This design comes from an exercise in tuning for small area, a short achievable clock period and few clock cycles per item on the open sky130 flow, not from production work.
RTL that was checked went through simulation tests only; none was proved equivalent to the original.
No functional check of the RTL was part of run 1.
Power and IR drop assume default switching activity.

## flow/run.sh

```bash
#!/bin/bash
# synth_recipe.tcl (not shown) runs the flow's synth.tcl, then flattens the netlist and writes it again
# the make line also repeats each setting of config.mk as NAME=value (left out here)
make -C /OpenROAD-flow-scripts/flow DESIGN_CONFIG=/design/flow/config.mk WORK_HOME=/design/flow/orfs CLKGATE_MAP_FILE= SYNTH_SCRIPT=/design/flow/synth_recipe.tcl finish
```

## flow/design.v

```verilog
package mmu_bounds_guard_pkg;
  localparam int ADDR_W_DEF = 26;
  localparam int SEL_W_DEF  = 4;
  localparam int NSEG_DEF   = 11;
  function automatic logic ge(input logic [ADDR_W_DEF-1:0] a,
                              input logic [ADDR_W_DEF-1:0] b);
    logic [31:0] g, l;
    g = '0;
    l = '0;
    for (int i = 0; i < ADDR_W_DEF; i++) begin
      g[i] = a[i] & ~b[i];
      l[i] = ~a[i] & b[i];
    end
    for (int k = 16; k >= 1; k = k / 2)
      for (int i = 0; i < k; i++) begin
        g[i] = g[2*i+1] | (~l[2*i+1] & g[2*i]);
        l[i] = l[2*i+1] | (~g[2*i+1] & l[2*i]);
      end
    ge = ~l[0];
  endfunction
endpackage
module mmu_bounds_table
#(
  parameter int ADDR_W = mmu_bounds_guard_pkg::ADDR_W_DEF,
  parameter int SEL_W  = mmu_bounds_guard_pkg::SEL_W_DEF,
  parameter int NSEG   = mmu_bounds_guard_pkg::NSEG_DEF
) (
  input  logic              clk,
  input  logic              rst,
  input  logic              we,
  input  logic [SEL_W-1:0]  sel,
  input  logic [31:0]       lower,
  input  logic [31:0]       upper,
  output logic [SEL_W-1:0]  active_sel,
  output logic              dead,
  output logic              fresh,
  output logic [ADDR_W-1:0] lo,
  output logic [ADDR_W-1:0] hi,
  output logic              hi_big
);
  logic [SEL_W-1:0]  act_q;
  logic              dead_q;
  logic              fresh_q;
  logic [ADDR_W-1:0] lo_q;
  logic [ADDR_W-1:0] hi_q;
  logic              hi_big_q;
  always_ff @(posedge clk or posedge rst) begin
    if (rst) begin
      act_q   <= '0;
      dead_q  <= 1'b1;
      fresh_q <= 1'b1;
    end else if (we) begin
      act_q   <= sel;
      dead_q  <= (32'(sel) >= NSEG) || (lower[31:ADDR_W] != '0);
      fresh_q <= 1'b0;
    end
  end
  always_ff @(posedge clk) begin
    if (we) begin
      lo_q     <= lower[ADDR_W-1:0];
      hi_q     <= upper[ADDR_W-1:0];
      hi_big_q <= upper[31:ADDR_W] != '0;
    end
  end
  assign active_sel = act_q;
  assign dead       = dead_q;
  assign fresh      = fresh_q;
  assign lo         = lo_q;
  assign hi         = hi_q;
  assign hi_big     = hi_big_q;
endmodule
module mmu_bounds_guard
#(
  parameter int ADDR_W = mmu_bounds_guard_pkg::ADDR_W_DEF,
  parameter int SEL_W  = mmu_bounds_guard_pkg::SEL_W_DEF,
  parameter int NSEG   = mmu_bounds_guard_pkg::NSEG_DEF
) (
  input  logic              clk,
  input  logic              rst,
  input  logic              we,
  input  logic [SEL_W-1:0]  sel,
  input  logic [31:0]       lower,
  input  logic [31:0]       upper,
  input  logic              req_valid,
  output logic              req_ready,
  input  logic [ADDR_W-1:0] req_addr,
  input  logic              req_wr,
  output logic              mem_valid,
  input  logic              mem_ready,
  output logic [ADDR_W-1:0] mem_addr,
  output logic              mem_wr,
  output logic              exc,
  output logic [ADDR_W-1:0] exc_addr,
  output logic [SEL_W-1:0]  exc_sel,
  input  logic              exc_ack
);
  logic [SEL_W-1:0]  act;
  logic              dead;
  logic              fresh;
  logic [ADDR_W-1:0] lo;
  logic [ADDR_W-1:0] hi;
  logic              hi_big;
  mmu_bounds_table #(
    .ADDR_W (ADDR_W),
    .SEL_W  (SEL_W),
    .NSEG   (NSEG)
  ) u_table (
    .clk        (clk),
    .rst        (rst),
    .we         (we),
    .sel        (sel),
    .lower      (lower),
    .upper      (upper),
    .active_sel (act),
    .dead       (dead),
    .fresh      (fresh),
    .lo         (lo),
    .hi         (hi),
    .hi_big     (hi_big)
  );
  logic same;
  logic act_ok;
  logic pass_cur;
  logic pass_new;
  logic pass;
  assign same   = we && (sel == act);
  assign act_ok = 32'(act) < NSEG;
  assign pass_cur = (fresh && (req_addr == '0)) ||
                    (!dead && mmu_bounds_guard_pkg::ge(req_addr, lo) && (hi_big || mmu_bounds_guard_pkg::ge(hi, req_addr)));
  assign pass_new = act_ok && (lower[31:ADDR_W] == '0) &&
                    mmu_bounds_guard_pkg::ge(req_addr, lower[ADDR_W-1:0]) &&
                    ((upper[31:ADDR_W] != '0) || mmu_bounds_guard_pkg::ge(upper[ADDR_W-1:0], req_addr));
  assign pass     = same ? pass_new : pass_cur;
  logic              mv_q;
  logic              ex_q;
  logic [ADDR_W-1:0] addr_q;
  logic              wr_q;
  logic [SEL_W-1:0]  sel_q;
  logic              free;
  assign free = !((mv_q && !mem_ready) || (ex_q && !exc_ack));
  always_ff @(posedge clk or posedge rst) begin
    if (rst) begin
      mv_q <= 1'b0;
      ex_q <= 1'b0;
    end else if (free) begin
      mv_q <= req_valid && pass;
      ex_q <= req_valid && !pass;
    end
  end
  always_ff @(posedge clk) begin
    if (free) begin
      addr_q <= req_addr;
      wr_q   <= req_wr;
      sel_q  <= act;
    end
  end
  assign req_ready = free;
  assign mem_valid = mv_q;
  assign mem_addr  = addr_q;
  assign mem_wr    = wr_q;
  assign exc       = ex_q;
  assign exc_addr  = addr_q;
  assign exc_sel   = sel_q;
endmodule
```

## flow/constraint.sdc

```tcl
create_clock -name core_clock -period 5.5 [get_ports {clk}]
set_input_delay 1.1000 -clock core_clock [delete_from_list [all_inputs] [get_ports {clk}]]
set_output_delay 1.1000 -clock core_clock [all_outputs]
set_load 0.01 [all_outputs]
```

## flow/config.mk

```make
export PLATFORM = sky130hd
export DESIGN_NAME = mmu_bounds_guard
export DESIGN_NICKNAME = mmu_bounds_guard
export VERILOG_FILES = /design/flow/design.v
export SDC_FILE = /design/flow/constraint.sdc
export NUM_CORES = 4
export LEC_CHECK = 0
export CAP_MARGIN = 20
export CORE_MARGIN = 2
export CORE_UTILIZATION = 60
export SETUP_SLACK_MARGIN = 3.0
export SLEW_MARGIN = 20
```

==> impl_summary.txt, run 1 <==
----------------------------------------------------
[Final layout]
  Synth-to-layout area growth ... 38.5%
  Ratio of cells with drive above 1 in the final layout ... 22.2%
  Post-route cell area ... 0.00731 mm²
  Leading cell type in the layout, fill and taps excluded ... clkdlybuf4s50_1
  Antenna Cells ... 0
  Commonest cells after routing, fill and taps aside ... clkdlybuf4s50_1, edfxtp_1, maj3_1, maj3_2, nor2b_1
  Fillers ... 474
  Final layout net count ... 717
  Seq. cell area ... 0.00273 mm²
  Area of the multi-input gates ... 0.00246 mm²

[Global route]
  Largest net degree at the start of global routing ... 61
  Via count of the first global-routing pass ... 4636
  Met1 Use GR ... 35.1%
  Total Routing Usage GR ... 30.3%
  Met2 demand-to-capacity share in global routing ... 55.5%
  GR Overflow Total ... 0
  Global-route wire length before repair ... 23100 µm
  Antenna violations before repair ... 0
  Met3 track demand over resource in global routing ... 5.23%
  Busiest layer in global routing ... met2

[Synthesis]
  Mux contribution to synthesized area ... 1.04%
  Number of distinct library cells after synthesis ... 61
  Number of synthesized flops with an enable pin ... 84
  Fraction of the mapped netlist area in compound gates ... 12.9%
  Largest area contributor in the netlist ... edfxtp_1
  #FFs+latches synth ... 92
  Share of the synthesized area in the top cell type ... 47.8%
  Syn avg cell area ... 11.5 µm²
  Ys async rst share ... 8.70%
  Synth Cell Area ... 0.00528 mm²
  YS warnings ... 2
  Post-synth top flop ... edfxtp_1
  Top area cells in the synthesized netlist ... edfxtp_1, maj3_1, nor2b_1
  Sequential-to-total area share from yosys stat ... 51.6%
  Mapped Nets ... 560
  Syn Inst Count ... 459
  Arithmetic-cell share of the synthesized area counting full adders, half adders and majority gates ... 13.9%
  Post-Synth XOR/XNOR Area ... 0.663%
  Combinational family with the most area after synthesis ... adder cells
  Post-synthesis simple-gate area fraction ... 13.7%

[Drt]
  Via/cell ratio ... 6.17
  Detailed router's first-iteration violation count ... 231
  Final Routed Wirelength ... 14700 µm
  Residual DRC ... 0
  Number of routed nets with antenna violations ... 0
  Drt first pass iters ... 5
  Final routed wire length divided by cell count ... 20.2 µm
  Number of vias after detailed routing ... 4498

[STA]
  Slew Limit Fails ... 0
  Final total negative setup slack ... 0 ns
  Fraction of the cycle the final worst path needs ... 53.8%
  Hold Vio Cnt, Final ... 0
  Pin slew with the least headroom to its limit ... 0.783 ns
  Shortest period the worst path allows ... 2.96 ns
  Unrepaired setup endpoints after global routing ... true
  Relative slew margins ... 47.8%
  Maximum clock skew at final layout ... 0.00631 ns
  Final setup violation count ... 0
  FMAX ... 338 MHz

[CTS]
  Number of buffers on the longest clock path ... 2
  Clock transition at path regs ... 0.09 ns
  Clock sink total ... 92
  Num CTS Buffers ... 9
  Insertion delay of the later-clocked pin in the worst-skew pair ... 0.36 ns
  H-tree lvl count ... 3
  Clk Tree Root Cell ... clkbuf_8
  CTS tree ... built

[Power]
  Largest voltage drop on the vdd net ... 0.000155 V
  Leakage Power ... 0.00268 µW
  PwrDens ... 247 mW/mm²

[Die]
  Total die area ... 0.00957 mm²
  Vertical die dimension ... 97.8 µm
  Chip width ... 97.8 µm
  Starting utilization of the core area ... 61.2%
  Number of placed I/O pins ... 161
  Count of standard-cell rows ... 34
  Placeable core region ... 0.00864 mm²

[Critical path]
  Worst EP required ... 5.72 ns
  Crit end category ... flop
  Worst Setup Start Kind ... input pin
  Arrival @ worst endpoint ... 3.18 ns
  Worst-path maximum fanout ... 4
  WS Path Type ... in -> reg

[Placed design]
  Port Buffers ... 160
  Post-detail-place hpwl ... 10600 µm
  Last weighted congestion value of the routability-driven placer ... 0.972
  DP Area ... 0.00687 mm²

[Hold path]
  Hold crit path type ... reg -> reg

[Run]
  Max capacitance violation total ... 0

[Run status]
  Result of the run ... complete, no violations

----------------------------------------------------
==> final timing paths <==
check | cells past startpoint | slack (ns) | end | from
max | 11 | 2.54 | mv_q | req_addr[4]
min | 1 | 0.50 | u_table.fresh_q | u_table.fresh_q
max reg2reg | 9 | 2.94 | mv_q | u_table.hi_q[4]
min reg2reg | 1 | 0.50 | u_table.fresh_q | u_table.fresh_q
max in group asynchronous | 2 | 4.24 | u_table.dead_q | rst
min in group asynchronous | 2 | 0.98 | ex_q | rst
==> per-stage QoR <==
step | total power (µW) | std cells | utilization [%] | hold slack [ns] | setup WS (ns)
finish | 1810 | 729 | 84.7 | 0.503 | 2.54
detailed placement | 1340 | 701 | 79.6 | 0.485 | 1.44
floorplan | 1110 | 459 | - | 0.462 | 2.17
global route | 1870 | 729 | 84.7 | 0.519 | 2.47
CTS | 1790 | 726 | 83.6 | 0.502 | 2.51
global placement | 1320 | 701 | 79.6 | 0.470 | 1.59
==> area by class of cell <==
type / instances / area share, %
Multi-Input combinational cell: 306 / 33.6
Clock inverter: 5 / 0.582
Timing Repair Buffer: 174 / 22.6
Tap cell: 108 / 1.85
Sequential cell: 92 / 37.3
Clock buffer: 11 / 2.07
Inverter: 33 / 2.07
==> synth_stat cells, types with 4 or more instances <==
cell type and n:
buf_4 26, dfrtp_1 6, nand2b_1 30, nand2_1 19
clkinv_1 6, maj3_1 62, o221ai_1 6, a211oi_1 4
maj3_2 10, o22ai_1 6, o2111ai_1 7, edfxtp_1 84
nor4_1 8, mux2_2 4, o21ai_0 20, nor2b_1 34
inv_1 25, a21oi_1 19, nor3_1 5, nor2_1 12
==> timing repair <==
action                                  4_1_cts  5_1_grt
cloned                                        0        0
setup buffers                                 9        3
endpoints found under the setup margin        3        3
gates resized for setup                     157       50
pin swaps                                    25       25
hold endpoints to repair                      0        0
hold buffers                                  0        0
==> flip-flops by register name, indices dropped and copies added (netlist names) <==
name and count:
addr_q 26, u_table.hi_q 26, u_table.lo_q 26, sel_q 4, u_table.act_q 4, ex_q 1
mv_q 1, u_table.dead_q 1, u_table.fresh_q 1, u_table.hi_big_q 1, wr_q 1
==> layer usage <==
metal  up-vias  part of all wire, %
met5         -                    0
met4         0                  3.7
met3        56                  6.7
met2       235                   54
met1      2180                   36
li1       2027                    -
==> report_power, final <==
part | switching (µW) | internal [µW] | total (µW) | leakage, µW
combinational | 223 | 252 | 474 | 0.00166
clock | 259 | 194 | 453 | 0.0000965
sequential | 39.6 | 842 | 881 | 0.000928
==> worst max-delay path: stages <==
cell and delay (ns):
buf_12 0.08, buf_6 0.10, nor2b_4 0.04, maj3_2 0.30
maj3_2 0.31, maj3_2 0.31, o211a_1 0.25, o22a_1 0.22
o221ai_2 0.17, a31o_2 0.20, a31oi_1 0.08
==> cell families (layout without fill, tap and decap cells) <==
| kind of cell | count (synthesis) | count (layout) |
|---|---|---|
| buf+inv | 61 | 223 |
| simple gates | 127 | 127 |
| compound gates | 98 | 98 |
| fa+ha+maj | 72 | 72 |
| flops | 92 | 92 |
| xor+xnor | 4 | 4 |
| mux | 5 | 5 |
==> run 2: changes to the inputs <==
--- a/flow/design.v
+++ b/flow/design.v
@@ -2,22 +2,6 @@
   localparam int ADDR_W_DEF = 26;
   localparam int SEL_W_DEF  = 4;
   localparam int NSEG_DEF   = 11;
-  function automatic logic ge(input logic [ADDR_W_DEF-1:0] a,
-                              input logic [ADDR_W_DEF-1:0] b);
-    logic [31:0] g, l;
-    g = '0;
-    l = '0;
-    for (int i = 0; i < ADDR_W_DEF; i++) begin
-      g[i] = a[i] & ~b[i];
-      l[i] = ~a[i] & b[i];
-    end
-    for (int k = 16; k >= 1; k = k / 2)
-      for (int i = 0; i < k; i++) begin
-        g[i] = g[2*i+1] | (~l[2*i+1] & g[2*i]);
-        l[i] = l[2*i+1] | (~g[2*i+1] & l[2*i]);
-      end
-    ge = ~l[0];
-  endfunction
 endpackage
 module mmu_bounds_table
 #(
@@ -126,10 +110,10 @@
   assign same   = we && (sel == act);
   assign act_ok = 32'(act) < NSEG;
   assign pass_cur = (fresh && (req_addr == '0)) ||
-                    (!dead && mmu_bounds_guard_pkg::ge(req_addr, lo) && (hi_big || mmu_bounds_guard_pkg::ge(hi, req_addr)));
+                    (!dead && (req_addr >= lo) && (hi_big || (req_addr <= hi)));
   assign pass_new = act_ok && (lower[31:ADDR_W] == '0) &&
-                    mmu_bounds_guard_pkg::ge(req_addr, lower[ADDR_W-1:0]) &&
-                    ((upper[31:ADDR_W] != '0) || mmu_bounds_guard_pkg::ge(upper[ADDR_W-1:0], req_addr));
+                    (req_addr >= lower[ADDR_W-1:0]) &&
+                    ((upper[31:ADDR_W] != '0) || (req_addr <= upper[ADDR_W-1:0]));
   assign pass     = same ? pass_new : pass_cur;
   logic              mv_q;
   logic              ex_q;
==> run 2 against run 1 <==
Register-to-register slack gained 0.09 ns. Synthesized cell count up 15%. Worst setup slack worse by 0.052 ns. Count of clock-buffer cells in the layout is 1 lower. Utilization increased by 7.2 points. Clock power is 23% higher. Non-clock buffer count is 9 higher. First-iteration DRC count grew to 3.6 times the previous value. Critical path type unchanged. Highest routed layer unchanged.
==> impl_summary.txt, run 2 <==
----------------------------------------------------
[Run status]
  Result of the run ... complete, no violations

[Critical path]
  Cell with the biggest individual delay on the critical path ... a211oi_2
  List of cells traversed by the critical path ... clkdlybuf4s50_1, inv_1, ha_4, nand2_2, a21oi_2, a211oi_2, o31ai_2, a21oi_2, a311o_1, o22ai_2
  Cell mode on critical path ... a21oi_2
  Crit end category ... flop
  WS Path Type ... in -> reg
  Arrival @ worst endpoint ... 3.27 ns (+0.09 ns)
  Critical path's largest stage delay ... 0.52 ns (+0.21 ns)
  Worst EP required ... 5.76 ns (+0.04 ns)
  Worst-path maximum fanout ... 2 (-2)
  Worst Setup Start Kind ... input pin

[STA]
  FMAX ... 332 MHz (-1.7%)
  Final total negative setup slack ... 0 ns (unchanged)
  Slew Limit Fails ... 0 (unchanged)
  Hold Vio Cnt, Final ... 0 (unchanged)
  Fraction of the cycle the final worst path needs ... 54.8% (+0.94 points)
  Maximum clock skew at final layout ... 0.0181 ns (+0.0118 ns)
  Relative slew margins ... 45.1% (-2.6 points)
  Fin Hold WS ... 0.504 ns (+0.00106 ns)
  Pin slew with the least headroom to its limit ... 0.823 ns (+0.0396 ns)
  Final setup violation count ... 0 (unchanged)
  Shortest period the worst path allows ... 3.01 ns (+0.0518 ns)
  Unrepaired setup endpoints after global routing ... true
  Final Worst Setup Slack ... 2.49 ns (-0.0518 ns)

[Drt]
  Final Routed Wirelength ... 23700 µm (+61%)
  Number of vias after detailed routing ... 5640 (+25%)
  Residual DRC ... 0 (unchanged)
  Final routed wire length divided by cell count ... 28.6 µm (+42%)
  Via/cell ratio ... 6.80 (+10%)
  Number of routed nets with antenna violations ... 0 (unchanged)
  Drt first pass iters ... 6 (+1)
  Detailed router's first-iteration violation count ... 822 (+260%)

[Die]
  Placeable core region ... 0.00928 mm² (+7.5%)
  Total die area ... 0.0104 mm² (+9.1%)
  Vertical die dimension ... 102 µm (+4.4%)
  Chip width ... 102 µm (+4.4%)
  Count of standard-cell rows ... 35 (+2.9%)
  Number of placed I/O pins ... 161 (unchanged)
  Starting utilization of the core area ... 62.3% (+1.1 points)

[Power]
  Switching power total ... 650 µW (+25%)
  Internal power ... 1390 µW (+7.6%)
  Part of the power in the clock network ... 27.3% (+2.2 points)
  Leakage Power ... 0.00366 µW (+37%)
  Total design power ... 2040 µW (+13%)
  Switching power as a share of total power ... 31.9% (+3.1 points)
  PwrDens ... 239 mW/mm² (-3.5%)
  Largest voltage drop on the vdd net ... 0.000150 V (-3.2%)
  Combinational fraction of design power ... 30.4% (+4.2 points)
  Sequential share of power ... 42.4% (-6.3 points)

[Global route]
  Antenna violations before repair ... 0 (unchanged)
  Global-route wire length before repair ... 28100 µm (+22%)
  Via count of the first global-routing pass ... 5362 (+16%)
  Largest net degree at the start of global routing ... 62 (+1.6%)
  Total Routing Usage GR ... 36.7% (+6.5 points)
  GR Overflow Total ... 0 (unchanged)

[Synthesis]
  Share of the synthesized area in the top cell type ... 43.6% (-4.1 points)
  Synth Cell Area ... 0.00578 mm² (+9.5%)
  Syn Inst Count ... 527 (+15%)
  Top area cells in the synthesized netlist ... edfxtp_1, ha_1, inv_1
  Top-count cell post-synth ... inv_1
  Sequential-to-total area share from yosys stat ... 47.1% (-4.5 points)
  YS warnings ... 2 (unchanged)
  #FFs+latches synth ... 92 (unchanged)
  Mapped Nets ... 732 (+31%)
  Post-synth top flop ... edfxtp_1
  Top cells by instance count after synthesis ... inv_1, ha_1, edfxtp_1
  Ys async rst share ... 8.70% (unchanged)
  Number of synthesized flops with an enable pin ... 84 (unchanged)
  Largest area contributor in the netlist ... edfxtp_1
  Syn avg cell area ... 11.0 µm² (-4.6%)
  Number of distinct library cells after synthesis ... 41 (-33%)

[CTS]
  CTS tree ... built
  Total of hold buffers inserted after clock tree synthesis ... 0 (unchanged)
  Num CTS Buffers ... 9 (unchanged)
  H-tree lvl count ... 3 (unchanged)
  Clock transition at path regs ... 0.12 ns (+0.03 ns)
  Clock sink total ... 92 (unchanged)
  Insertion delay of the later-clocked pin in the worst-skew pair ... 0.40 ns (+0.04 ns)
  Number of buffers on the longest clock path ... 2 (unchanged)
  Clk Tree Root Cell ... clkbuf_8

[Final layout]
  Area of the multi-input gates ... 0.00320 mm² (+30%)
  Antenna Cells ... 0 (unchanged)
  Layout Utilization ... 91.8% (+7.2 points)
  Final layout net count ... 900 (+26%)
  Commonest cells after routing, fill and taps aside ... clkdlybuf4s50_1, edfxtp_1, inv_1, ha_1, ha_4
  Seq. cell area ... 0.00273 mm² (unchanged)
  Fillers ... 337 (-29%)
  Largest registers ... addr_q (26), u_table.hi_q (26), u_table.lo_q (26)
  Ratio of cells with drive above 1 in the final layout ... 30.7% (+8.5 points)
  Synth-to-layout area growth ... 47.5%
  Leading cell type in the layout, fill and taps excluded ... clkdlybuf4s50_1

[Placed design]
  Port Buffers ... 160 (unchanged)
  Post-detail-place hpwl ... 11600 µm (+9.2%)
  Pre-CTS setup slack ... 1.61 ns (+0.169 ns)
  Last weighted congestion value of the routability-driven placer ... 0.833 (-14%)

[Hold path]
  Hold crit path type ... reg -> reg

[Run]
  Max capacitance violation total ... 0 (unchanged)

----------------------------------------------------
-- run 2: cell types whose count changed after synthesis, sizes merged, moves of 20 or more --
cell    change
maj3       -72
nor2b      -32
nand2b     -28
a21oi      +20
inv        +79
ha        +104
-- run 2: timing repair --
action / 4_1_cts / 5_1_grt
pin swaps: 60 / 35
setup buffers: 14 / 8
endpoints found under the setup margin: 3 / 3
resized for setup: 372 / 72
cloned: 1 / 0
-- run 2: routing by layer --
layer / track usage [%] / wire length (µm) / vias up
met4: 23.4 / 2630 / 0
met1: 39.2 / 6890 / 2555
li1: - / - / 2213
met5: 0 / 0 / -
met2: 66.3 / 11200 / 627
met3: 7.18 / 3000 / 245
-- run 2: logic make-up after synthesis --
family	after synthesis	synth area share, %
buffers and inverters	133	10.3
adder cells (fa/ha/maj)	104	22.5
flip-flops	92	47.1
AO/OA/AOI/OAI	97	10.4
XOR/XNOR	4	0.606
multiplexers	3	0.584
AND/OR/NAND/NOR	94	8.44
-- run 2: cell type report --
class,count,share of cell area [%]
inverter,106,4.99
tap,129,1.89
clock inverter,6,1.10
sequential,92,32.0
clock buffer,10,1.50
timing repair buffer,183,21.0
multi-input combinational,303,37.6
-- run 2: critical path: cells and delay by family --
family          cells  cell delay (ns)
simple gates        1             0.11
buf+inv             2             0.61
compound gates      6             1.18
fa+ha+maj           1             0.27
-- run 2: power by group through the flow --
stage / clock [µW] / sequential [µW] / combinational [µW]
after detailed placement: 0 / 871 / 454
final: 555 / 863 / 618
after global placement: 0 / 867 / 430
after global routing: 563 / 868 / 640
after CTS: 520 / 856 / 513
after floorplan: 0 / 879 / 210
-- run 2: worst paths after layout --
| path | startpoint | to | slack, ns | cells past startpoint |
|---|---|---|---|---|
| hold reg to reg | u_table.fresh_q | u_table.fresh_q | 0.50 | 1 |
| hold / removal | u_table.fresh_q | u_table.fresh_q | 0.50 | 1 |
| max in group asynchronous | rst | u_table.dead_q | 4.16 | 2 |
| setup reg to reg | u_table.hi_q[24] | ex_q | 3.03 | 10 |
| setup / recovery | lower[14] | mv_q | 2.49 | 10 |
| min in group asynchronous | rst | u_table.act_q[1] | 1.03 | 2 |
-- run 2: through the flow --
stage | cells | cell area, µm²
after floorplan | 527 | 5940
after global placement | 790 | 7510
after detailed placement | 790 | 7510
after CTS | 821 | 8260
after global routing | 829 | 8530
final | 829 | 8530
Testbench counts of run 2, summed over its fixed seeds: cycles 16,008, items 16,000.
==> run 3: changes to the inputs <==
--- a/flow/config.mk
+++ b/flow/config.mk
@@ -7,6 +7,5 @@
 export LEC_CHECK = 0
 export CAP_MARGIN = 20
 export CORE_MARGIN = 2
-export CORE_UTILIZATION = 60
-export SETUP_SLACK_MARGIN = 3.0
+export CORE_UTILIZATION = 40
 export SLEW_MARGIN = 20
==> run 3 against run 2 <==
Via count decreased by 23%. Critical path depth fell by 1. Die area is 48% higher. Non-clock buffer count down 21. Sequential cell count did not move. Synthesized cell count is the same. Wire length down 39%. Total power is 0.52% higher. Combinational power is about 30% lower. Critical path type unchanged. Clock power up 36%. Critical endpoint is now ex_q. Still clean. Global-route usage down 18 points. Sequential power is 0.9% lower.
==> impl_summary.txt, run 3 <==
----------------------------------------------------
[Global route]
  Via count of the first global-routing pass ... 4495 (-16%)
  GR Overflow Total ... 0 (unchanged)
  Total Routing Usage GR ... 19.1% (-18 points)
  Largest net degree at the start of global routing ... 62 (unchanged)
  Global-route wire length before repair ... 22900 µm (-18%)
  Antenna violations before repair ... 0 (unchanged)

[CTS]
  Clock sink total ... 92 (unchanged)
  H-tree lvl count ... 3 (unchanged)
  Post-CTS Repair Setup Buffers ... 0 (-14)
  Clk Tree Root Cell ... clkbuf_16
  Clock transition at path regs ... 0.06 ns (-0.06 ns)
  Insertion delay of the later-clocked pin in the worst-skew pair ... 0.35 ns (-0.05 ns)
  Cells resized by post-CTS repair ... 0 (-100%)
  Number of buffers on the longest clock path ... 2 (unchanged)
  Num CTS Buffers ... 9 (unchanged)
  CTS tree ... built
  Total of hold buffers inserted after clock tree synthesis ... 0 (unchanged)

[Power]
  PwrDens ... 263 mW/mm² (+10%)
  Sequential share of power ... 41.8% (-0.6 points)
  Total design power ... 2050 µW (+0.52%)
  Leakage Power ... 0.00344 µW (-6.0%)
  Switching power as a share of total power ... 24.5% (-7.5 points)
  Part of the power in the clock network ... 36.9% (+9.6 points)
  Combinational fraction of design power ... 21.3% (-9.1 points)
  Internal power ... 1550 µW (+12%)
  Switching power total ... 501 µW (-23%)
  Largest voltage drop on the vdd net ... 0.000150 V (about the same)

[Critical path]
  Cell depth of the worst flop-to-flop path ... 10 (unchanged)
  Arrival @ worst endpoint ... 3.70 ns (+0.43 ns)
  Crit end category ... flop
  Worst Setup Start Kind ... input pin
  Worst EP required ... 5.71 ns (-0.05 ns)
  WS Path Type ... in -> reg
  Worst-path maximum fanout ... 6 (+4)

[Die]
  Total die area ... 0.0154 mm² (+48%)
  Starting utilization of the core area ... 41.3% (-21 points)
  Count of standard-cell rows ... 43 (+23%)
  Number of placed I/O pins ... 161 (unchanged)
  Placeable core region ... 0.0140 mm² (+51%)
  Chip width ... 124 µm (+22%)
  Vertical die dimension ... 124 µm (+22%)

[Drt]
  Number of vias after detailed routing ... 4349 (-23%)
  Number of routed nets with antenna violations ... 0 (unchanged)
  Detailed router's first-iteration violation count ... 201 (-76%)
  Via/cell ratio ... 5.07 (-25%)
  Final Routed Wirelength ... 14600 µm (-39%)
  Residual DRC ... 0 (unchanged)
  Drt first pass iters ... 4 (-2)
  Final routed wire length divided by cell count ... 17.0 µm (-41%)

[Hold path]
  Hold crit path type ... reg -> reg
  Number of instances on the worst hold path ... 1 (unchanged)

[Synthesis]
  Top-count cell post-synth ... inv_1
  Synth Cell Area ... 0.00578 mm² (unchanged)
  #FFs+latches synth ... 92 (unchanged)
  Syn avg cell area ... 11.0 µm² (unchanged)
  Ys async rst share ... 8.70% (unchanged)
  Largest area contributor in the netlist ... edfxtp_1
  Mapped Nets ... 732 (unchanged)
  Share of the synthesized area in the top cell type ... 43.6% (unchanged)
  Top cells by instance count after synthesis ... inv_1, ha_1, edfxtp_1
  Number of synthesized flops with an enable pin ... 84 (unchanged)
  Number of distinct library cells after synthesis ... 41 (unchanged)
  Top area cells in the synthesized netlist ... edfxtp_1, ha_1, inv_1
  Syn Inst Count ... 527 (unchanged)
  YS warnings ... 2 (unchanged)
  Sequential-to-total area share from yosys stat ... 47.1% (unchanged)
  Post-synth top flop ... edfxtp_1

[Placed design]
  Port Buffers ... 160 (unchanged)
  Last weighted congestion value of the routability-driven placer ... 0.818 (-1.7%)
  Placed cell count ... 842 (+6.6%)
  DP Area ... 0.00742 mm² (-1.2%)
  Post-detail-place hpwl ... 11400 µm (-1.7%)

[STA]
  Final setup violation count ... 0 (unchanged)
  Maximum clock skew at final layout ... 0.00336 ns (-0.0148 ns)
  Unrepaired setup endpoints after global routing ... false
  Slew Limit Fails ... 0 (unchanged)
  Fraction of the cycle the final worst path needs ... 63.4% (+8.6 points)
  Shortest period the worst path allows ... 3.49 ns (+0.473 ns)
  Pin slew with the least headroom to its limit ... 0.824 ns (+0.000937 ns)
  Hold Vio Cnt, Final ... 0 (unchanged)
  Final total negative setup slack ... 0 ns (unchanged)
  Relative slew margins ... 45.1% (-0.062 points)
  FMAX ... 287 MHz (-14%)

[Final layout]
  Finished Layout Cells ... 858 (+3.5%)
  Commonest cells after routing, fill and taps aside ... clkdlybuf4s50_1, inv_1, ha_1, edfxtp_1, a21oi_1
  Synth-to-layout area growth ... 34.6%
  Post-route cell area ... 0.00778 mm² (-8.7%)
  Antenna Cells ... 0 (unchanged)
  Leading cell type in the layout, fill and taps excluded ... clkdlybuf4s50_1
  Final layout net count ... 878 (-2.4%)
  Ratio of cells with drive above 1 in the final layout ... 4.13% (-27 points)
  Largest registers ... addr_q (26), u_table.hi_q (26), u_table.lo_q (26)
  Fillers ... 1240 (+270%)

[Run status]
  Result of the run ... complete, no violations

[Run]
  Max capacitance violation total ... 0 (unchanged)

----------------------------------------------------
[run 3: cell families after synthesis]
logic type | share of synthesized area [%]
xor gates and xnor gates | 0.606
AOI/OAI and AO/OA | 10.4
buffers and inverters | 10.3
DFF | 47.1
adders and majority gates | 22.5
muxes | 0.584
and+or+nand+nor | 8.44
[run 3: through the flow]
| step | setup slack [ns] | hold slack, ns | utilization, % |
|---|---|---|---|
| 2_1_floorplan | 2.40 | 0.462 | - |
| 3_3_place_gp | 1.79 | 0.470 | 53.1 |
| 3_5_place_dp | 1.68 | 0.474 | 53.1 |
| 4_1_cts | 2.03 | 0.486 | 55.7 |
| 5_1_grt | 1.77 | 0.492 | 55.7 |
| 6_report | 2.01 | 0.488 | 55.7 |
[run 3: area by class of cell]
type | count | area [µm²] | share of cell area (%)
well taps | 180 | 225 | 2.89
repair buffers | 162 | 1610 | 20.7
clock inverters | 7 | 139 | 1.78
clock buffers | 9 | 225 | 2.89
flip-flops and latches | 92 | 2730 | 35.0
inverters | 106 | 398 | 5.11
multi-input cells | 302 | 2460 | 31.6
[run 3: power by group through the flow]
stage	Clock, µW	Sequential, µW	Combinational (µW)
floorplan	0	880	200
global placement	0	868	429
detailed placement	0	870	437
CTS	774	856	441
global route	797	862	484
finish	756	855	435
[run 3: worst max-delay path, stage by stage]
cell and delay (ns):
clkdlybuf4s50_1 0.61, ha_1 0.30, a211oi_1 0.28, nor2_1 0.08
o41ai_1 0.48, a311oi_1 0.18, a41o_1 0.25, a311oi_1 0.30
o22ai_1 0.13
[run 3: layer usage]
layer | vias up | GRT usage, % | share of wire, %
met5 | - | 0 | 0
met2 | 114 | 34.4 | 51
met4 | 0 | 6.41 | 1.5
li1 | 2163 | - | -
met1 | 2058 | 23.2 | 43
met3 | 14 | 3.01 | 4.2
[run 3: path summary, 6_finish.rpt]
kind | startpoint | end | slack (ns)
worst min register to register | u_table.fresh_q | u_table.fresh_q | 0.49
worst max-delay path | req_addr[7] | ex_q | 2.01
worst min-delay path | u_table.fresh_q | u_table.fresh_q | 0.49
worst max register to register | u_table.hi_q[15] | ex_q | 3.25
min in group asynchronous | rst | u_table.act_q[2] | 1.02
max in group asynchronous | rst | u_table.fresh_q | 4.19
==> run 4: changes to the inputs <==
--- a/flow/design.v
+++ b/flow/design.v
@@ -120,25 +120,42 @@
   logic [ADDR_W-1:0] addr_q;
   logic              wr_q;
   logic [SEL_W-1:0]  sel_q;
-  logic              free;
-  assign free = !((mv_q && !mem_ready) || (ex_q && !exc_ack));
+  logic              sk_v;
+  logic              sk_pass;
+  logic [ADDR_W-1:0] sk_addr;
+  logic              sk_wr;
+  logic [SEL_W-1:0]  sk_sel;
+  logic              out_free;
+  logic              acc;
+  assign out_free = !((mv_q && !mem_ready) || (ex_q && !exc_ack));
+  assign acc      = req_valid && !sk_v;
   always_ff @(posedge clk or posedge rst) begin
     if (rst) begin
       mv_q <= 1'b0;
       ex_q <= 1'b0;
-    end else if (free) begin
-      mv_q <= req_valid && pass;
-      ex_q <= req_valid && !pass;
+      sk_v <= 1'b0;
+    end else if (out_free) begin
+      mv_q <= sk_v ? sk_pass  : (acc && pass);
+      ex_q <= sk_v ? !sk_pass : (acc && !pass);
+      sk_v <= 1'b0;
+    end else if (acc) begin
+      sk_v <= 1'b1;
     end
   end
   always_ff @(posedge clk) begin
-    if (free) begin
-      addr_q <= req_addr;
-      wr_q   <= req_wr;
-      sel_q  <= act;
+    if (out_free) begin
+      addr_q <= sk_v ? sk_addr : req_addr;
+      wr_q   <= sk_v ? sk_wr   : req_wr;
+      sel_q  <= sk_v ? sk_sel  : act;
+    end
+    if (!sk_v) begin
+      sk_pass <= pass;
+      sk_addr <= req_addr;
+      sk_wr   <= req_wr;
+      sk_sel  <= act;
     end
   end
-  assign req_ready = free;
+  assign req_ready = !sk_v;
   assign mem_valid = mv_q;
   assign mem_addr  = addr_q;
   assign mem_wr    = wr_q;
==> run 4 against run 3 <==
Critical path depth is 1 higher. Sequential cell count is 33 higher. Non-clock buffer count is 1 higher. Hold slack worse by 0.015 ns. Still clean. Die area is 19% higher. Cell area is 19% higher. Final cell count is 16% higher. Fmax is 2.9% lower. Total power is 73% higher.
==> impl_summary.txt, run 4 <==
----------------------------------------------------
[Synthesis]
  Syn avg cell area ... 11.4 µm² (+3.9%)
  Share of the synthesized area in the top cell type ... 36.8% (-6.8 points)
  Mapped Nets ... 813 (+11%)
  Top cells by instance count after synthesis ... inv_1, ha_1, edfxtp_1
  Largest area contributor in the netlist ... edfxtp_1
  Number of synthesized flops with an enable pin ... 85 (+1.2%)
  Syn Inst Count ... 608 (+15%)
  #FFs+latches synth ... 125 (+36%)
  Number of distinct library cells after synthesis ... 46 (+12%)
  Ys async rst share ... 7.20% (-1.5 points)
  Synth Cell Area ... 0.00693 mm² (+20%)
  Post-synth top flop ... edfxtp_1
  YS warnings ... 2 (unchanged)
  Sequential-to-total area share from yosys stat ... 49.1% (+2.0 points)
  Top-count cell post-synth ... inv_1
  Top area cells in the synthesized netlist ... edfxtp_1, ha_1, dfxtp_1

[Drt]
  Number of vias after detailed routing ... 5008 (+15%)
  Final routed wire length divided by cell count ... 17.5 µm (+2.8%)
  Met2 wire length ... 8530 µm (+15%)
  Residual DRC ... 0 (unchanged)
  Detailed router's first-iteration violation count ... 197 (-2.0%)
  Drt first pass iters ... 5 (+1)
  Via/cell ratio ... 5.02 (-0.90%)
  Number of routed nets with antenna violations ... 0 (unchanged)
  Top layer used by detailed routing ... met4
  Met1 Wirelength ... 7690 µm (+22%)
  Final Routed Wirelength ... 17400 µm (+19%)
  Amount of wire on met3 after detailed routing ... 896 µm (+48%)

[Power]
  PwrDens ... 382 mW/mm² (+45%)
  Combinational fraction of design power ... 27.4% (+6.1 points)
  Leakage Power ... 0.00402 µW (+17%)
  Switching power as a share of total power ... 27.2% (+2.7 points)
  Switching power total ... 959 µW (+92%)
  Sequential share of power ... 38.1% (-3.7 points)
  Total design power ... 3530 µW (+73%)
  Largest voltage drop on the vdd net ... 0.000226 V (+50%)
  Part of the power in the clock network ... 34.5% (-2.4 points)
  Internal power ... 2570 µW (+67%)

[CTS]
  H-tree lvl count ... 4 (+1)
  Clock transition at path regs ... 0.06 ns (about the same)
  Insertion delay of the later-clocked pin in the worst-skew pair ... 0.42 ns (+0.07 ns)
  Clock sink total ... 125 (+36%)
  Cells resized by post-CTS repair ... 0 (unchanged)
  Num CTS Buffers ... 17 (+8)
  Number of buffers on the longest clock path ... 2 (unchanged)
  Total of hold buffers inserted after clock tree synthesis ... 0 (unchanged)
  Clk Tree Root Cell ... clkbuf_16
  CTS tree ... built
  Post-CTS Repair Setup Buffers ... 0 (unchanged)

[Final layout]
  Antenna Cells ... 0 (unchanged)
  Ratio of cells with drive above 1 in the final layout ... 10.5% (+6.4 points)
  Synth-to-layout area growth ... 33.6%
  Commonest cells after routing, fill and taps aside ... clkdlybuf4s50_1, inv_1, ha_1, edfxtp_1, a21oi_1
  Final layout net count ... 964 (+9.8%)
  Fillers ... 1513 (+22%)
  Leading cell type in the layout, fill and taps excluded ... clkdlybuf4s50_1

[Hold path]
  Hold crit path type ... reg -> reg
  Hold Crit Endpoint ... sk_sel[3]
  Number of instances on the worst hold path ... 1 (unchanged)
  Hold path startpoint ... sk_sel[3]

[Global route]
  GR Overflow Total ... 0 (unchanged)
  Antenna violations before repair ... 0 (unchanged)
  Via count of the first global-routing pass ... 5157 (+15%)
  Global-route wire length before repair ... 27000 µm (+18%)
  Total Routing Usage GR ... 19.7% (+0.63 points)
  Largest net degree at the start of global routing ... 40 (-35%)

[STA]
  Final setup violation count ... 0 (unchanged)
  Relative slew margins ... 53.6% (+8.5 points)
  Shortest period the worst path allows ... 3.59 ns (+0.102 ns)
  Fraction of the cycle the final worst path needs ... 65.2% (+1.9 points)
  Maximum clock skew at final layout ... 0.00508 ns (+0.00171 ns)
  Final Worst Setup Slack ... 1.91 ns (-0.102 ns)
  FMAX ... 279 MHz (-2.9%)
  Pin slew with the least headroom to its limit ... 0.690 ns (-0.134 ns)
  Unrepaired setup endpoints after global routing ... false
  Hold Vio Cnt, Final ... 0 (unchanged)
  Slew Limit Fails ... 0 (unchanged)
  Final total negative setup slack ... 0 ns (unchanged)

[Placed design]
  Pre-CTS setup slack ... 1.48 ns (-0.200 ns)
  Port Buffers ... 160 (unchanged)
  Last weighted congestion value of the routability-driven placer ... 0.847 (+3.5%)
  Post-detail-place hpwl ... 13400 µm (+17%)

[Critical path]
  List of cells traversed by the critical path ... clkdlybuf4s50_1, ha_1, nand4_1, nor4_1, nand2_1, a31oi_1, a211oi_1, or3_4, o211ai_1, a31oi_1
  Worst-path maximum fanout ... 6 (unchanged)
  Crit end category ... flop
  Arrival @ worst endpoint ... 3.85 ns (+0.15 ns)
  WS Path Type ... in -> reg
  Reg-to-Reg Start ... u_table.lo_q[25]
  Cell mode on critical path ... a31oi_1
  Cell class contributing the biggest share of worst-path delay ... simple AND/OR/NAND/NOR gates
  Slack of the worst reg-to-reg path ... 2.98 ns (-0.27 ns)
  Cell depth of the worst flop-to-flop path ... 10 (unchanged)
  Critical path's largest stage delay ... 0.63 ns (+0.02 ns)
  Reg-to-reg critical path endpoint ... ex_q
  Cell with the biggest individual delay on the critical path ... nor4_1
  Worst EP required ... 5.76 ns (+0.05 ns)
  CP bufs+invs ... 1 (unchanged)
  Worst Setup Start Kind ... input pin

[Die]
  Count of standard-cell rows ... 48 (+12%)
  Chip width ... 136 µm (+9.2%)
  Starting utilization of the core area ... 40.5% (-0.86 points)
  Vertical die dimension ... 136 µm (+9.2%)
  Total die area ... 0.0184 mm² (+19%)
  Placeable core region ... 0.0171 mm² (+22%)
  Number of placed I/O pins ... 161 (unchanged)

[Run]
  Max capacitance violation total ... 0 (unchanged)

[Run status]
  Result of the run ... complete, no violations

----------------------------------------------------
## run 4: area by class of cell
type | instances | area [µm²] | area share (%)
Tap cell | 225 | 282 | 3.04
Timing Repair Buffer | 163 | 1620 | 17.5
Sequential cell | 125 | 3400 | 36.7
Clock buffer | 20 | 457 | 4.93
Inverter | 107 | 402 | 4.34
Multi-Input combinational cell | 345 | 2910 | 31.5
Clock inverter | 12 | 185 | 2.00
## run 4: worst reg2reg max path, stage by stage (launching register included)
cell and delay [ns]:
edfxtp_1 0.33, inv_1 0.04, ha_1 0.30, nand4_1 0.12, nor4_1 0.63, nand2_1 0.14
a31oi_1 0.16, a211oi_1 0.06, or3_4 0.36, o211ai_1 0.10, a31oi_1 0.11
## run 4: cell families after synthesis
kind of cell	synth area share, %
AND/OR/NAND/NOR	8.90
AO/OA/AOI/OAI	8.31
adder cells (fa/ha/maj)	18.8
XOR/XNOR	0.506
buffers and inverters	8.89
multiplexers	5.53
flip-flops	49.1
## run 4: power groups by stage
stage / Combinational, µW / Sequential [µW] / Clock [µW]
global placement: 960 / 1360 / 0
floorplan: 477 / 1400 / 0
detailed placement: 975 / 1370 / 0
CTS: 980 / 1350 / 1230
finish: 968 / 1350 / 1220
global route: 1060 / 1370 / 1280
## run 4: stage by stage
| step | hold slack (ns) | instances | area (µm²) | utilization [%] |
|---|---|---|---|---|
| detailed placement | 0.459 | 965 | 8610 | 50.3 |
| global placement | 0.448 | 965 | 8610 | 50.3 |
| finish | 0.473 | 997 | 9260 | 54.1 |
| floorplan | 0.431 | 608 | 6930 | - |
| global route | 0.484 | 997 | 9260 | 54.1 |
| CTS | 0.472 | 997 | 9260 | 54.1 |
## run 4: how the worst max path moves through the flow
stage,startpoint,to,slack [ns],cells after the start
floorplan,lower[3],mv_q,2.66,10
global placement,req_addr[23],ex_q,1.53,9
detailed placement,req_addr[3],mv_q,1.48,10
CTS,req_addr[3],mv_q,1.91,10
global route,req_addr[3],ex_q,1.62,10
finish,req_addr[25],ex_q,1.91,10
## run 4: layer usage
metal  track usage [%]  vias to the layer above
met5                 0                        -
met2              32.5                      138
li1                  -                     2459
met3              4.38                       24
met4              7.70                        0
met1              25.3                     2387
Testbench counts of run 4, summed over its fixed seeds: cycles 16,008, items 16,000.
==> run 5: changes to the inputs <==
--- a/flow/design.v
+++ b/flow/design.v
@@ -2,6 +2,22 @@
   localparam int ADDR_W_DEF = 26;
   localparam int SEL_W_DEF  = 4;
   localparam int NSEG_DEF   = 11;
+  function automatic logic ge(input logic [ADDR_W_DEF-1:0] a,
+                              input logic [ADDR_W_DEF-1:0] b);
+    logic [31:0] g, l;
+    g = '0;
+    l = '0;
+    for (int i = 0; i < ADDR_W_DEF; i++) begin
+      g[i] = a[i] & ~b[i];
+      l[i] = ~a[i] & b[i];
+    end
+    for (int k = 16; k >= 1; k = k / 2)
+      for (int i = 0; i < k; i++) begin
+        g[i] = g[2*i+1] | (~l[2*i+1] & g[2*i]);
+        l[i] = l[2*i+1] | (~g[2*i+1] & l[2*i]);
+      end
+    ge = ~l[0];
+  endfunction
 endpackage
 module mmu_bounds_table
 #(
@@ -102,60 +118,45 @@
     .hi         (hi),
     .hi_big     (hi_big)
   );
-  logic same;
-  logic act_ok;
-  logic pass_cur;
-  logic pass_new;
-  logic pass;
-  assign same   = we && (sel == act);
-  assign act_ok = 32'(act) < NSEG;
-  assign pass_cur = (fresh && (req_addr == '0)) ||
-                    (!dead && (req_addr >= lo) && (hi_big || (req_addr <= hi)));
-  assign pass_new = act_ok && (lower[31:ADDR_W] == '0) &&
-                    (req_addr >= lower[ADDR_W-1:0]) &&
-                    ((upper[31:ADDR_W] != '0) || (req_addr <= upper[ADDR_W-1:0]));
-  assign pass     = same ? pass_new : pass_cur;
   logic              mv_q;
   logic              ex_q;
+  logic              chk_q;
   logic [ADDR_W-1:0] addr_q;
   logic              wr_q;
   logic [SEL_W-1:0]  sel_q;
-  logic              sk_v;
-  logic              sk_pass;
-  logic [ADDR_W-1:0] sk_addr;
-  logic              sk_wr;
-  logic [SEL_W-1:0]  sk_sel;
-  logic              out_free;
-  logic              acc;
-  assign out_free = !((mv_q && !mem_ready) || (ex_q && !exc_ack));
-  assign acc      = req_valid && !sk_v;
+  logic              free;
+  logic              same;
+  logic [ADDR_W-1:0] a;
+  logic              pass;
+  assign free = !((mv_q && !mem_ready) || (ex_q && !exc_ack) || chk_q);
+  assign same = we && (sel == act);
+  assign a    = chk_q ? addr_q : req_addr;
+  assign pass = (fresh && (a == '0)) ||
+                (!dead && mmu_bounds_guard_pkg::ge(a, lo) &&
+                 (hi_big || mmu_bounds_guard_pkg::ge(hi, a)));
   always_ff @(posedge clk or posedge rst) begin
     if (rst) begin
-      mv_q <= 1'b0;
-      ex_q <= 1'b0;
-      sk_v <= 1'b0;
-    end else if (out_free) begin
-      mv_q <= sk_v ? sk_pass  : (acc && pass);
-      ex_q <= sk_v ? !sk_pass : (acc && !pass);
-      sk_v <= 1'b0;
-    end else if (acc) begin
-      sk_v <= 1'b1;
+      mv_q  <= 1'b0;
+      ex_q  <= 1'b0;
+      chk_q <= 1'b0;
+    end else if (chk_q) begin
+      mv_q  <= pass;
+      ex_q  <= !pass;
+      chk_q <= 1'b0;
+    end else if (free) begin
+      mv_q  <= req_valid && !same && pass;
+      ex_q  <= req_valid && !same && !pass;
+      chk_q <= req_valid && same;
     end
   end
   always_ff @(posedge clk) begin
-    if (out_free) begin
-      addr_q <= sk_v ? sk_addr : req_addr;
-      wr_q   <= sk_v ? sk_wr   : req_wr;
-      sel_q  <= sk_v ? sk_sel  : act;
-    end
-    if (!sk_v) begin
-      sk_pass <= pass;
-      sk_addr <= req_addr;
-      sk_wr   <= req_wr;
-      sk_sel  <= act;
+    if (free) begin
+      addr_q <= req_addr;
+      wr_q   <= req_wr;
+      sel_q  <= act;
     end
   end
-  assign req_ready = !sk_v;
+  assign req_ready = free;
   assign mem_valid = mv_q;
   assign mem_addr  = addr_q;
   assign mem_wr    = wr_q;
--- a/flow/config.mk
+++ b/flow/config.mk
@@ -7,5 +7,6 @@
 export LEC_CHECK = 0
 export CAP_MARGIN = 20
 export CORE_MARGIN = 2
-export CORE_UTILIZATION = 40
+export CORE_UTILIZATION = 60
+export SETUP_SLACK_MARGIN = 3.0
 export SLEW_MARGIN = 20
==> run 5 against run 4 <==
The run now fails in global routing (5_1_grt). Area after synthesis down 31%. Synthesized cell count down 36%.
==> impl_summary.txt, run 5 <==
----------------------------------------------------
[Run status]
  Result of the run ... did not finish
  Stopped at ... global routing (5_1_grt)
  Error msg ... [ERROR DPL-0038] Utilization greater than 100%, impossible to legalize

[Synthesis]
  Arithmetic-cell share of the synthesized area counting full adders, half adders and majority gates ... 1.52% (-17 points)
  Syn avg cell area ... 12.3 µm² (+8.4%)
  Top area cells in the synthesized netlist ... edfxtp_1, buf_4, mux2i_1
  Number of distinct library cells after synthesis ... 65 (+41%)
  Largest area contributor in the netlist ... edfxtp_1
  Mapped Nets ... 488 (-40%)
  #FFs+latches synth ... 93 (-26%)
  Mux contribution to synthesized area ... 7.02% (+1.5 points)
  Combinational family with the most area after synthesis ... compound AO/OA/AOI/OAI gates
  Sequential-to-total area share from yosys stat ... 57.6% (+8.5 points)
  Ys async rst share ... 9.68% (+2.5 points)
  Top cells by instance count after synthesis ... edfxtp_1, buf_4, nand2_1
  Post-synth top flop ... edfxtp_1
  Post-synthesis simple-gate area fraction ... 9.98% (+1.1 points)
  Fraction of the mapped netlist area in compound gates ... 16.1% (+7.8 points)
  Synth Cell Area ... 0.00478 mm² (-31%)
  YS warnings ... 2 (unchanged)
  Number of synthesized flops with an enable pin ... 84 (-1.2%)
  Share of the synthesized area in the top cell type ... 52.8% (+16 points)
  Syn Inst Count ... 387 (-36%)
  Top-count cell post-synth ... edfxtp_1
  Post-Synth XOR/XNOR Area ... 0.733% (+0.23 points)

[Placed design]
  Placed cell count ... 619 (-36%)
  Pre-CTS setup slack ... 1.35 ns (-0.128 ns)
  Last weighted congestion value of the routability-driven placer ... 0.892 (+5.4%)
  Port Buffers ... 160 (unchanged)
  Post-detail-place hpwl ... 9010 µm (-33%)
  DP Area ... 0.00639 mm² (-26%)

[CTS]
  Number of buffers on the longest clock path ... 2 (unchanged)
  Num CTS Buffers ... 9 (-8)
  H-tree lvl count ... 3 (-1)
  Clock sink total ... 93 (-26%)
  Clk Tree Root Cell ... clkbuf_8

[Die]
  Chip width ... 93.2 µm (-31%)
  Number of placed I/O pins ... 161 (unchanged)
  Vertical die dimension ... 93.2 µm (-31%)
  Count of standard-cell rows ... 32 (-33%)
  Starting utilization of the core area ... 61.8% (+21 points)

[STA]
  Worst endpoint after global-route timing repair ... ex_q$_DFFE_PP0P_/D
  Worst endpoint type ... register data pin

[Global route]
  Largest net degree at the start of global routing ... 61

----------------------------------------------------
run 5: kinds of logic after synthesis:
| logic type | Yosys count |
|---|---|
| AND/OR/NAND/NOR | 94 |
| buffers and inverters | 51 |
| AO/OA/AOI/OAI | 109 |
| flip-flops | 93 |
| multiplexers | 29 |
| adder cells (fa/ha/maj) | 7 |
| XOR/XNOR | 4 |
run 5: through the flow:
stage	utilization, %	total power, µW
2_1_floorplan	-	1120
3_3_place_gp	82.7	1310
3_5_place_dp	82.7	1330
4_1_cts	94.0	1870
run 5: power by group through the flow:
stage | logic [µW] | clock network (µW) | registers (µW)
after CTS | 487 | 464 | 914
after global placement | 391 | 0 | 924
after floorplan | 191 | 0 | 930
after detailed placement | 404 | 0 | 929
run 5: what timing repair did:
item / CTS
pin swaps: 38
hold endpoints to repair: 0
setup buffers: 52
gates resized for setup: 133
hold buffers: 0
endpoints found under the setup margin: 16
cloned: 2
run 5: worst min path at each step:
| stage | from | depth (start not counted) | slack, ns | endpoint |
|---|---|---|---|---|
| 2_1_floorplan | u_table.act_q[3] | 0 | 0.46 | sel_q[3] |
| 3_3_place_gp | u_table.act_q[0] | 0 | 0.47 | sel_q[0] |
| 3_5_place_dp | u_table.fresh_q | 1 | 0.48 | u_table.fresh_q |
| 4_1_cts | u_table.fresh_q | 1 | 0.49 | u_table.fresh_q |
Testbench counts of run 5, summed over its fixed seeds: cycles 16,058, items 16,000.
==> run 6: changes to the inputs <==
==> flow/flow/run.sh (new file) <==
#!/bin/bash
# Standard ORFS layout, with plain buf_1 cells on the ports instead of the
# delay buffers buffer_ports picks by default, and the delay-cell families
# kept out of the post-synthesis repairs. Synthesis is the standard one.
set -euo pipefail
PLAT_DONT_USE=$(make -s -C "$FLOW_HOME" DESIGN_CONFIG="$FLOW_CONFIG" print-DONT_USE_CELLS 2>/dev/null | sed -n 's/^DONT_USE_CELLS: //p')
EXTRA="sky130_fd_sc_hd__clkdlybuf4s15_1 sky130_fd_sc_hd__clkdlybuf4s15_2 sky130_fd_sc_hd__clkdlybuf4s18_1 sky130_fd_sc_hd__clkdlybuf4s18_2 sky130_fd_sc_hd__clkdlybuf4s25_1 sky130_fd_sc_hd__clkdlybuf4s25_2 sky130_fd_sc_hd__clkdlybuf4s50_1 sky130_fd_sc_hd__clkdlybuf4s50_2 sky130_fd_sc_hd__dlygate4sd1_1 sky130_fd_sc_hd__dlygate4sd2_1 sky130_fd_sc_hd__dlygate4sd3_1 sky130_fd_sc_hd__dlymetal6s2s_1 sky130_fd_sc_hd__dlymetal6s4s_1 sky130_fd_sc_hd__dlymetal6s6s_1"
echo "platform dont_use: $PLAT_DONT_USE" > flow_vars.log
bash standard.sh synth > synth.log 2>&1
bash standard.sh "BUFFER_PORTS_ARGS=-buffer_cell sky130_fd_sc_hd__buf_1" "DONT_USE_CELLS=$PLAT_DONT_USE $EXTRA" finish > layout.log 2>&1
==> flow/standard.sh (new file) <==
#!/bin/bash
# synth_recipe.tcl (not shown) runs the flow's synth.tcl, then flattens the netlist and writes it again
# the make line also repeats each setting of config.mk as NAME=value (left out here)
make -C /OpenROAD-flow-scripts/flow DESIGN_CONFIG=/design/flow/config.mk WORK_HOME=/design/flow/orfs CLKGATE_MAP_FILE= SYNTH_SCRIPT=/design/flow/synth_recipe.tcl "${@:-finish}"
removed: flow/run.sh
==> run 6 against run 5 <==
The run now finishes clean. Area after synthesis did not move. Synthesized cell count did not move.
==> impl_summary.txt, run 6 <==
----------------------------------------------------
[Global route]
  Antenna violations before repair ... 0
  Via count of the first global-routing pass ... 3850
  GR Overflow Total ... 0
  Largest net degree at the start of global routing ... 37
  Total Routing Usage GR ... 28.9%
  Global-route wire length before repair ... 19100 µm

[Final layout]
  Largest registers ... addr_q (26), u_table.hi_q (26), u_table.lo_q (26)
  Final layout net count ... 660
  Synth-to-layout area growth ... 23.8%
  Commonest cells after routing, fill and taps aside ... buf_1, edfxtp_1, nand2_1, inv_1, nor2_1
  Antenna Cells ... 0
  Leading cell type in the layout, fill and taps excluded ... buf_1
  Finished Layout Cells ... 666
  Post-route cell area ... 0.00592 mm²
  Ratio of cells with drive above 1 in the final layout ... 16.7%

[Synthesis]
  Number of distinct library cells after synthesis ... 65 (unchanged)
  Share of the synthesized area in the top cell type ... 52.8% (unchanged)
  Syn Inst Count ... 387 (unchanged)
  #FFs+latches synth ... 93 (unchanged)
  Post-synth top flop ... edfxtp_1
  Syn avg cell area ... 12.3 µm² (unchanged)
  Mapped Nets ... 488 (unchanged)
  YS warnings ... 2 (unchanged)
  Top area cells in the synthesized netlist ... edfxtp_1, buf_4, mux2i_1
  Top-count cell post-synth ... edfxtp_1
  Top cells by instance count after synthesis ... edfxtp_1, buf_4, nand2_1
  Sequential-to-total area share from yosys stat ... 57.6% (unchanged)
  Ys async rst share ... 9.68% (unchanged)
  Synth Cell Area ... 0.00478 mm² (unchanged)
  Number of synthesized flops with an enable pin ... 84 (unchanged)
  Largest area contributor in the netlist ... edfxtp_1

[Drt]
  Via/cell ratio ... 6.03
  Final routed wire length divided by cell count ... 18.9 µm
  Drt first pass iters ... 7
  Number of routed nets with antenna violations ... 0
  Residual DRC ... 0
  Detailed router's first-iteration violation count ... 234
  Number of vias after detailed routing ... 4019
  Final Routed Wirelength ... 12600 µm

[Placed design]
  Post-detail-place hpwl ... 8470 µm (-6.0%)
  Pre-CTS setup slack ... 1.89 ns (+0.545 ns)
  Placed cell count ... 619 (unchanged)
  DP Area ... 0.00539 mm² (-16%)
  Port Buffers ... 160 (unchanged)
  Last weighted congestion value of the routability-driven placer ... 0.845 (-5.3%)

[Die]
  Number of placed I/O pins ... 161 (unchanged)
  Vertical die dimension ... 93.2 µm (unchanged)
  Starting utilization of the core area ... 61.8% (unchanged)
  Chip width ... 93.2 µm (unchanged)
  Total die area ... 0.00869 mm²
  Placeable core region ... 0.00773 mm²
  Count of standard-cell rows ... 32 (unchanged)

[Critical path]
  Worst Setup Start Kind ... input pin
  Crit end category ... flop
  Worst-path maximum fanout ... 5
  Arrival @ worst endpoint ... 3.18 ns
  Origin of the worst setup path ... req_addr[13]
  Slack of the worst reg-to-reg path ... 2.65 ns
  Reg-to-Reg Start ... chk_q
  Cell depth of the worst flop-to-flop path ... 9
  Worst EP required ... 5.75 ns
  WS Path Type ... in -> reg
  Reg-to-reg critical path endpoint ... ex_q
  Endpoint of the worst setup timing path ... ex_q

[STA]
  Pin slew with the least headroom to its limit ... 0.753 ns
  Maximum clock skew at final layout ... 0.0155 ns
  FMAX ... 342 MHz
  Unrepaired setup endpoints after global routing ... true
  Fin Hold WS ... 0.499 ns
  Slew Limit Fails ... 0
  Final Worst Setup Slack ... 2.57 ns
  Relative slew margins ... 48.4%
  Fraction of the cycle the final worst path needs ... 53.2%
  Hold Vio Cnt, Final ... 0
  Final setup violation count ... 0
  Final total negative setup slack ... 0 ns
  Shortest period the worst path allows ... 2.93 ns

[Hold path]
  Hold crit path type ... reg -> reg

[Run status]
  Result of the run ... complete, no violations

[Power]
  PwrDens ... 286 mW/mm²
  Leakage Power ... 0.00197 µW
  Largest voltage drop on the vdd net ... 0.000235 V

[CTS]
  CTS tree ... built
  Clock sink total ... 93 (unchanged)
  H-tree lvl count ... 3 (unchanged)
  Total of hold buffers inserted after clock tree synthesis ... 0 (unchanged)
  Clk Tree Root Cell ... clkbuf_8
  Insertion delay of the later-clocked pin in the worst-skew pair ... 0.38 ns
  Clock transition at path regs ... 0.09 ns
  Number of buffers on the longest clock path ... 2 (unchanged)
  Num CTS Buffers ... 9 (unchanged)

[Run]
  Max capacitance violation total ... 0

----------------------------------------------------
==> run 6: final cells by class <==
cell class | count | area (µm²)
sequential | 93 | 2750
multi-input combinational | 244 | 1960
fill | 527 | 1810
timing repair buffer | 192 | 813
tap | 102 | 128
clock buffer | 9 | 124
inverter | 19 | 71.3
clock inverter | 7 | 62.6
==> run 6: critical path, cell delays in order <==
cell,delay [ns]
buf_1,0.13
mux2i_4,0.22
o31ai_1,0.11
nand4_1,0.12
o211ai_1,0.12
or4_4,0.57
o2111ai_2,0.26
o311ai_2,0.17
a221o_1,0.36
==> run 6: kinds of logic after synthesis <==
group,Yosys count,synth area share (%)
flops,93,57.6
compound gates,109,16.1
simple gates,94,9.98
buf+inv,51,7.07
mux,29,7.02
fa+ha+maj,7,1.52
xor+xnor,4,0.733
==> run 6: report_power, final <==
group | switching [µW] | internal, µW
Sequential | 68.7 | 854
Combinational | 194 | 133
Clock | 265 | 176
Total | 528 | 1160
==> run 6: metrics by stage <==
step / utilization (%) / total power (µW)
2_1_floorplan: - / 1120
5_1_grt: 76.6 / 1760
4_1_cts: 74.7 / 1670
3_3_place_gp: 69.8 / 1210
6_report: 76.6 / 1690
3_5_place_dp: 69.8 / 1220
==> run 6: worst min-delay path by stage <==
stage | slack (ns) | from | endpoint | cells after the start
floorplan | 0.46 | u_table.act_q[3] | sel_q[3] | 0
global placement | 0.47 | u_table.act_q[1] | sel_q[1] | 0
CTS | 0.50 | u_table.fresh_q | u_table.fresh_q | 1
global route | 0.51 | u_table.fresh_q | u_table.fresh_q | 1
detailed placement | 0.48 | u_table.act_q[2] | sel_q[2] | 0
finish | 0.50 | u_table.act_q[0] | sel_q[0] | 0
==> run 6: per-layer routing <==
layer  global-route usage [%]  part of all wire [%]
met4                     11.4                   2.6
met5                        0                     0
met2                     49.3                    50
met3                     5.16                   7.0
met1                     36.9                    40
==> run 6: what timing repair did <==
action                                  CTS  global route
cloned                                    1             0
setup buffers                            22             8
gates resized for setup                  24            24
pin swaps                                 9            10
endpoints found under the hold margin     0             0
endpoints found under the setup margin    3            10
==> run 7: changes to the inputs <==
--- a/flow/config.mk
+++ b/flow/config.mk
@@ -7,6 +7,6 @@
 export LEC_CHECK = 0
 export CAP_MARGIN = 20
 export CORE_MARGIN = 2
-export CORE_UTILIZATION = 60
+export CORE_UTILIZATION = 45
 export SETUP_SLACK_MARGIN = 3.0
 export SLEW_MARGIN = 20
==> run 7 against run 6 <==
Worst setup slack better by 0.12 ns. Combinational power about the same. Still clean on timing, DRC and antenna. Wire length down 0.14%. Cell area up 0.80%. Register-to-register slack better by 0.09 ns. Sequential power about the same. Final cell count up 4.7%. Sequential share of layout area down 0.37 points. Critical endpoint is now req_ready. First-iteration DRC count down 19%. Utilization down 19 points.
==> impl_summary.txt, run 7 <==
----------------------------------------------------
[Power]
  Sequential share of power ... 54.1% (-0.5 points)
  Combinational fraction of design power ... 19.1% (-0.3 points)
  Internal power ... 1200 µW (+3.0%)
  Switching power total ... 502 µW (-4.9%)
  Part of the power in the clock network ... 26.8% (+0.7 points)
  Leakage Power ... 0.00198 µW (+0.19%)
  Largest voltage drop on the vdd net ... 0.000210 V (-11%)

[Final layout]
  Finished Layout Cells ... 697 (+4.7%)
  Largest registers ... addr_q (26), u_table.hi_q (26), u_table.lo_q (26)
  Synth-to-layout area growth ... 24.8%
  Seq. cell area ... 0.00275 mm² (unchanged)
  Post-route cell area ... 0.00596 mm² (+0.80%)
  Ratio of cells with drive above 1 in the final layout ... 16.0% (-0.62 points)
  Fillers ... 918 (+74%)
  Layout Utilization ... 57.8% (-19 points)
  Commonest cells after routing, fill and taps aside ... buf_1, edfxtp_1, nor2_1, nand2_1, inv_1
  Antenna Cells ... 0 (unchanged)

[Synthesis]
  YS warnings ... 2 (unchanged)
  Top cells by instance count after synthesis ... edfxtp_1, buf_4, nand2_1
  Sequential-to-total area share from yosys stat ... 57.6% (unchanged)
  Top-count cell post-synth ... edfxtp_1
  Number of distinct library cells after synthesis ... 65 (unchanged)
  Syn avg cell area ... 12.3 µm² (unchanged)
  Post-synth top flop ... edfxtp_1
  Synth Cell Area ... 0.00478 mm² (unchanged)
  Largest area contributor in the netlist ... edfxtp_1
  Mapped Nets ... 488 (unchanged)
  Ys async rst share ... 9.68% (unchanged)
  Number of synthesized flops with an enable pin ... 84 (unchanged)

[STA]
  Shortest period the worst path allows ... 2.81 ns (-0.118 ns)
  Slew Limit Fails ... 0 (unchanged)
  Final total negative setup slack ... 0 ns (unchanged)
  Pin slew with the least headroom to its limit ... 0.808 ns (+0.0549 ns)
  Final setup violation count ... 0 (unchanged)
  Fraction of the cycle the final worst path needs ... 51.0% (-2.1 points)
  Hold Vio Cnt, Final ... 0 (unchanged)
  FMAX ... 356 MHz (+4.2%)
  Maximum clock skew at final layout ... 0.0126 ns (-0.00286 ns)

[Critical path]
  Worst-path maximum fanout ... 2 (-3)
  Slack of the worst reg-to-reg path ... 2.74 ns (+0.09 ns)
  Reg-to-reg critical path endpoint ... ex_q
  Worst EP required ... 4.40 ns (-1.35 ns)
  WS Path Type ... in -> out
  Arrival @ worst endpoint ... 1.71 ns (-1.47 ns)
  Cell depth of the worst flop-to-flop path ... 10 (+1)

[Die]
  Number of placed I/O pins ... 161 (unchanged)
  Starting utilization of the core area ... 46.3% (-16 points)
  Vertical die dimension ... 107 µm (+15%)
  Total die area ... 0.0115 mm² (+32%)

[CTS]
  Clock transition at path regs ... 0.09 ns (about the same)
  Clk Tree Root Cell ... clkbuf_8
  Clock sink total ... 93 (unchanged)
  Num CTS Buffers ... 9 (unchanged)
  CTS tree ... built
  Insertion delay of the later-clocked pin in the worst-skew pair ... 0.37 ns (about the same)
  Number of buffers on the longest clock path ... 2 (unchanged)

[Global route]
  GR Overflow Total ... 0 (unchanged)
  Total Routing Usage GR ... 22.2% (-6.7 points)
  Via count of the first global-routing pass ... 3697 (-4.0%)
  Antenna violations before repair ... 0 (unchanged)

[Hold path]
  Hold crit path type ... reg -> reg

[Drt]
  Number of routed nets with antenna violations ... 0 (unchanged)
  Final Routed Wirelength ... 12600 µm (-0.14%)
  Final routed wire length divided by cell count ... 18.0 µm (-4.6%)
  Detailed router's first-iteration violation count ... 189 (-19%)
  Residual DRC ... 0 (unchanged)

[Placed design]
  Placed cell count ... 653 (+5.5%)
  Last weighted congestion value of the routability-driven placer ... 0.882 (+4.3%)
  DP Area ... 0.00543 mm² (+0.77%)
  Port Buffers ... 160 (unchanged)

[Run status]
  Result of the run ... complete, no violations

----------------------------------------------------
[run 7: cell types whose count changed in the layout (fill, tap and decap cells not counted), moves of 2 or more]
cell      previous run  this run
o21ai_0             15        13
buf_6                3         5
inv_6                3         0
o21ai_1              5         7
buf_1              171       165
inv_8                2         0
o21bai_2             2         0
[run 7: cell type report]
class / instances / share of cell area, %
flip-flops and latches: 93 / 46.2
multi-input cells: 244 / 32.9
repair buffers: 189 / 13.7
well taps: 136 / 2.85
clock buffers: 10 / 2.14
inverters: 19 / 1.20
clock inverters: 6 / 1.07
[run 7: power by group through the flow]
stage | Sequential [µW] | Combinational [µW] | Clock [µW]
after floorplan | 930 | 191 | 0
after global placement | 931 | 284 | 0
after detailed placement | 934 | 287 | 0
after CTS | 919 | 320 | 468
after global routing | 929 | 355 | 495
final | 920 | 324 | 455
[run 7: layer usage]
layer	up-vias	GRT usage [%]	wire length [µm]
li1	1839	-	-
met1	1829	29.7	5360
met2	150	37.0	6240
met3	12	5.29	783
met4	0	5.01	163
met5	-	0	0
[run 7: through the flow]
step | total power, µW | hold WS [ns]
final | 1700 | 0.494
after global placement | 1220 | 0.477
after detailed placement | 1220 | 0.482
after CTS | 1710 | 0.497
after floorplan | 1120 | 0.462
after global routing | 1780 | 0.501
[run 7: cells by family after synthesis]
family	count (synthesis)	share of synthesized area, %
AO/OA/AOI/OAI	109	16.1
AND/OR/NAND/NOR	94	9.98
flip-flops	93	57.6
adder cells (fa/ha/maj)	7	1.52
multiplexers	29	7.02
XOR/XNOR	4	0.733
buffers and inverters	51	7.07
[run 7: how the worst max path moves through the flow]
stage / from / to / slack (ns)
final: exc_ack / req_ready / 2.69
after global routing: chk_q / ex_q / 2.59
after CTS: exc_ack / req_ready / 2.69
after detailed placement: chk_q / ex_q / 1.73
after global placement: chk_q / ex_q / 1.81
after floorplan: exc_ack / req_ready / 2.64
[run 7: worst max-delay path, cell delays in order]
cell     delay [ns]
buf_1          0.07
inv_1          0.04
a22oi_2        0.18
and2_4         0.21
buf_6          0.10
[run 7: repair_timing]
item	4_1_cts	5_1_grt
setup endpoints to repair	7	3
resized for setup	45	5
setup buffers	25	2
gates cloned	1	0
pin swaps	18	3

Re-timed with assumed drivers on the ports (clkbuf_16 on the clock, buf_2 on other inputs), run 7 has 2.666 ns of setup slack against 2.693 ns with ideal ports, and 2.312 ns once port delays also move by the mid clock arrival of 0.401 ns.
